Context: an optimization exercise on an open-source flow, tuned for small area and few clock cycles. The choices shown serve that exercise and are no tape-out recipe.
Function was checked by simulation only, so behaviour that the tests miss may differ from the original.
Power is estimated from default activity; no workload was simulated.

==> flow/design.v <==
package ohma_pkg;
    localparam int SAMPLE_W = 16;
    localparam int WINDOW = 30;
    localparam logic [SAMPLE_W-1:0] LIMIT_RESET = 16'd7000;
    localparam int SUM_W = $clog2(65535 * WINDOW + 1);
    localparam int CNT_W = $clog2(WINDOW + 1);
endpackage
module ohma_cell (
    input  logic                           aclk,
    input  logic                           shift_en,
    input  logic [ohma_pkg::SAMPLE_W-1:0]  data_in,
    output logic [ohma_pkg::SAMPLE_W-1:0]  data_out
);
    logic [ohma_pkg::SAMPLE_W-1:0] value_reg;
    always_ff @(posedge aclk) begin
        if (shift_en) begin
            value_reg <= data_in;
        end
    end
    assign data_out = value_reg;
endmodule
module ohma_div (
    input  logic                           aclk,
    input  logic                           load,
    input  logic [ohma_pkg::SUM_W-1:0]     sum_in,
    input  logic                           rejected_in,
    output logic [ohma_pkg::SAMPLE_W-1:0]  average_out,
    output logic                           rejected_out
);
    logic [19:0] t;
    logic [24:0] prod;
    logic [15:0] quot;
    logic [15:0] average_reg;
    logic        rejected_reg;
    assign t    = sum_in[20:1];
    assign prod = 25'(t[19:11]) + 25'(t[19:7]) + 25'(t[19:3]) + (25'(t) << 1) + (25'(t) << 5) + 25'd34;
    assign quot = prod[24:9];
    always_ff @(posedge aclk) begin
        if (load) begin
            average_reg  <= quot;
            rejected_reg <= rejected_in;
        end
    end
    assign average_out  = average_reg;
    assign rejected_out = rejected_reg;
endmodule
module outlier_hold_moving_average_core (
    input  logic                           aclk,
    input  logic                           aresetn,
    input  logic                           s_valid,
    output logic                           s_ready,
    input  logic [ohma_pkg::SAMPLE_W-1:0]  s_distance_sample,
    output logic                           m_valid,
    input  logic                           m_ready,
    output logic [ohma_pkg::SAMPLE_W-1:0]  m_average_distance,
    output logic                           m_sample_rejected,
    input  logic                           cfg_valid,
    output logic                           cfg_ready,
    input  logic [ohma_pkg::SAMPLE_W-1:0]  cfg_data
);
    localparam int W = ohma_pkg::SAMPLE_W;
    localparam int N = ohma_pkg::WINDOW;
    logic [W-1:0]                  limit_reg;
    logic [ohma_pkg::SUM_W-1:0]    sum_reg;
    logic [ohma_pkg::CNT_W-1:0]    cnt_reg;
    logic                          rejected_reg;
    logic                          sum_valid_reg;
    logic                          m_valid_reg;
    logic                          out_load;
    logic                          accept;
    logic [ohma_pkg::SUM_W-1:0]    sum_add;
    logic [ohma_pkg::SUM_W-1:0]    sum_sub;
    logic [ohma_pkg::SUM_W-1:0]    csa_s;
    logic [ohma_pkg::SUM_W-1:0]    csa_c;
    logic [ohma_pkg::SUM_W-1:0]    sum_next;
    logic [W-1:0]                  gt0, eq0;
    logic [7:0]                    gt1, eq1;
    logic [3:0]                    gt2, eq2;
    logic [1:0]                    gt3, eq3;
    logic                          rejected;
    logic                          have_newest;
    logic                          have_oldest;
    logic [W-1:0]                  newest;
    logic [W-1:0]                  oldest;
    logic [W-1:0]                  entry;
    logic [W-1:0]                  chain [N];
    genvar i;
    generate
        for (i = 0; i < N; i++) begin : g_cell
            if (i == 0) begin : g_head
                ohma_cell u_cell (
                    .aclk     (aclk),
                    .shift_en (accept),
                    .data_in  (entry),
                    .data_out (chain[i])
                );
            end else begin : g_body
                ohma_cell u_cell (
                    .aclk     (aclk),
                    .shift_en (accept),
                    .data_in  (chain[i-1]),
                    .data_out (chain[i])
                );
            end
        end
    endgenerate
    assign out_load  = sum_valid_reg && (!m_valid_reg || m_ready);
    assign s_ready   = !sum_valid_reg || out_load;
    assign accept    = s_valid && s_ready;
    assign cfg_ready = 1'b1;
    assign have_newest = (cnt_reg != '0);
    assign have_oldest = (cnt_reg == ohma_pkg::CNT_W'(N));
    assign newest      = have_newest ? chain[0] : '0;
    assign oldest      = have_oldest ? chain[N-1] : '0;
    assign gt0 = s_distance_sample & ~limit_reg;
    assign eq0 = ~(s_distance_sample ^ limit_reg);
    genvar g;
    generate
        for (g = 0; g < 8; g++) begin : g_c1
            assign gt1[g] = gt0[2*g+1] | (eq0[2*g+1] & gt0[2*g]);
            assign eq1[g] = eq0[2*g+1] & eq0[2*g];
        end
        for (g = 0; g < 4; g++) begin : g_c2
            assign gt2[g] = gt1[2*g+1] | (eq1[2*g+1] & gt1[2*g]);
            assign eq2[g] = eq1[2*g+1] & eq1[2*g];
        end
        for (g = 0; g < 2; g++) begin : g_c3
            assign gt3[g] = gt2[2*g+1] | (eq2[2*g+1] & gt2[2*g]);
            assign eq3[g] = eq2[2*g+1] & eq2[2*g];
        end
    endgenerate
    assign rejected = gt3[1] | (eq3[1] & gt3[0]);
    assign entry    = rejected ? newest : s_distance_sample;
    assign sum_add  = ohma_pkg::SUM_W'(entry);
    assign sum_sub  = ~(ohma_pkg::SUM_W'(oldest));
    assign csa_s    = sum_reg ^ sum_add ^ sum_sub;
    assign csa_c    = {(sum_reg[ohma_pkg::SUM_W-2:0] & sum_add[ohma_pkg::SUM_W-2:0])
                     | (sum_reg[ohma_pkg::SUM_W-2:0] & sum_sub[ohma_pkg::SUM_W-2:0])
                     | (sum_add[ohma_pkg::SUM_W-2:0] & sum_sub[ohma_pkg::SUM_W-2:0]), 1'b1};
    assign sum_next = csa_s + csa_c;
    always_ff @(posedge aclk) begin
        if (!aresetn) begin
            limit_reg     <= ohma_pkg::LIMIT_RESET;
            sum_reg       <= '0;
            cnt_reg       <= '0;
            sum_valid_reg <= 1'b0;
            m_valid_reg   <= 1'b0;
        end else begin
            if (cfg_valid) begin
                limit_reg <= cfg_data;
            end
            if (accept) begin
                sum_reg <= sum_next;
                if (!have_oldest) begin
                    cnt_reg <= cnt_reg + 1'b1;
                end
            end
            sum_valid_reg <= accept || (sum_valid_reg && !out_load);
            m_valid_reg   <= out_load || (m_valid_reg && !m_ready);
        end
    end
    always_ff @(posedge aclk) begin
        if (accept) begin
            rejected_reg <= rejected;
        end
    end
    ohma_div u_div (
        .aclk         (aclk),
        .load         (out_load),
        .sum_in       (sum_reg),
        .rejected_in  (rejected_reg),
        .average_out  (m_average_distance),
        .rejected_out (m_sample_rejected)
    );
    assign m_valid           = m_valid_reg;
endmodule
clock: 6.0 ns
lec_check: 0
cap_margin: 20
core_margin: 2
core_utilization: 40
cts_buf_list: sky130_fd_sc_hd__clkbuf_8
cts_cluster_diameter: 60
cts_cluster_size: 20
slew_margin: 20
standard.sh (not shown) runs the stock make flow with config.mk's settings and CLKGATE_MAP_FILE= SYNTH_SCRIPT=/design/flow/synth_recipe.tcl, a recipe that flattens the netlist after the stock synthesis.
==> flow/flow/run.sh <==
#!/bin/bash
# Layout flow: the standard flow (standard.sh, unchanged synthesis and steps) with two
# settings passed to ORFS through the environment:
#  - port buffers use the smallest buffer (buf_1) instead of the delay buffer ORFS picks;
#    every input and output port still gets its own buffer;
#  - clock tree synthesis with clkbuf_8 buffers, clusters of up to 20 sinks within 60 um,
#    and no dummy loads (unconnected inverters CTS adds only to balance the tree).
# Each tool's output goes to ORFS's own step logs under orfs/logs; make's output goes to
# flow_make.log here.
set -euo pipefail
cd "$(dirname "$0")/.."
export BUFFER_PORTS_ARGS="-buffer_cell sky130_fd_sc_hd__buf_1"
export CTS_ARGS="-sink_clustering_enable -repair_clock_nets -sink_clustering_size 20 -sink_clustering_max_diameter 60 -buf_list sky130_fd_sc_hd__clkbuf_8 -dont_use_dummy_load"
bash standard.sh > flow_make.log 2>&1
Testbench counts at the start, summed over its fixed seeds: cycles 24,016.
Change:
==> flow/run.sh (new file) <==
#!/bin/bash
# synth_recipe.tcl (not shown) runs the flow's synth.tcl, then flattens the netlist and writes it again
# the make line also repeats each setting of config.mk as NAME=value (left out here)
make -C /OpenROAD-flow-scripts/flow DESIGN_CONFIG=/design/flow/config.mk WORK_HOME=/design/flow/orfs CLKGATE_MAP_FILE= SYNTH_SCRIPT=/design/flow/synth_recipe.tcl finish
CAP_MARGIN = 5   (was 20)
GPL_TIMING_DRIVEN = 0   (was default)
SLEW_MARGIN = 5   (was 20)
removed: flow/flow/run.sh
removed: flow/standard.sh
After rerunning:
- maximum frequency fell by 4.9%
- sequential cell count stays the same
- design area rose by 3.3%
- hold slack gets better by 75 ps
- total power rose by 4.7%
- clock power rose by 27%
- via count rose by 1.9%
Change:
CAP_MARGIN = 20   (was 5)
GPL_TIMING_DRIVEN = default   (was 0)
SLEW_MARGIN = 20   (was 5)
Result: The new run completed without violations; final cell count is about the same; worst hold slack got worse by 5.3 ps; power is about the same; via count fell by about 1.2%; synthesized cell count does not change; combinational power climbs by about 5%; cell area barely changes; die area does not change; global-route usage shrinks by 0.34 points; routed wire length drops by 2.0%; flip-flop and latch count is unchanged.

## what the ideal ports hide
The results above use ideal ports. As a check the final layouts listed here were re-extracted and re-timed, cells and wires unchanged. Step 1, drivers: a clkbuf_16 drives aclk and a buf_2 each remaining input, both assumed. Step 2 times the ports against the registers' clock, not the clock port: input delays grow and output delays shrink by t, the midpoint of the rising clock arrivals with the driver on. a / b / c = ideal / step 1 / step 2; a / b = the first two.
run | shift t [ns] | setup slack, ns | worst setup path after step 2 | slew at the worst register clock pin (ns) | cell pins on the clock port's net
the first run | 0.630 | 0.420 / 0.420 / 0.080 | input to register | 0.12 / 0.12 | 1
the second run | 0.668 | 0.133 / 0.160 / -0.508 | input to register | 0.12 / 0.12 | 1
the third run | 0.665 | 0.266 / 0.266 / -0.234 | input to register | 0.12 / 0.12 | 1
With both steps, setup timing fails in the second run and the third run, where it was met with ideal ports. For the second run, which loses most, drivers alone change the setup slack by +0.027 ns; drivers and shift together by -0.641 ns.
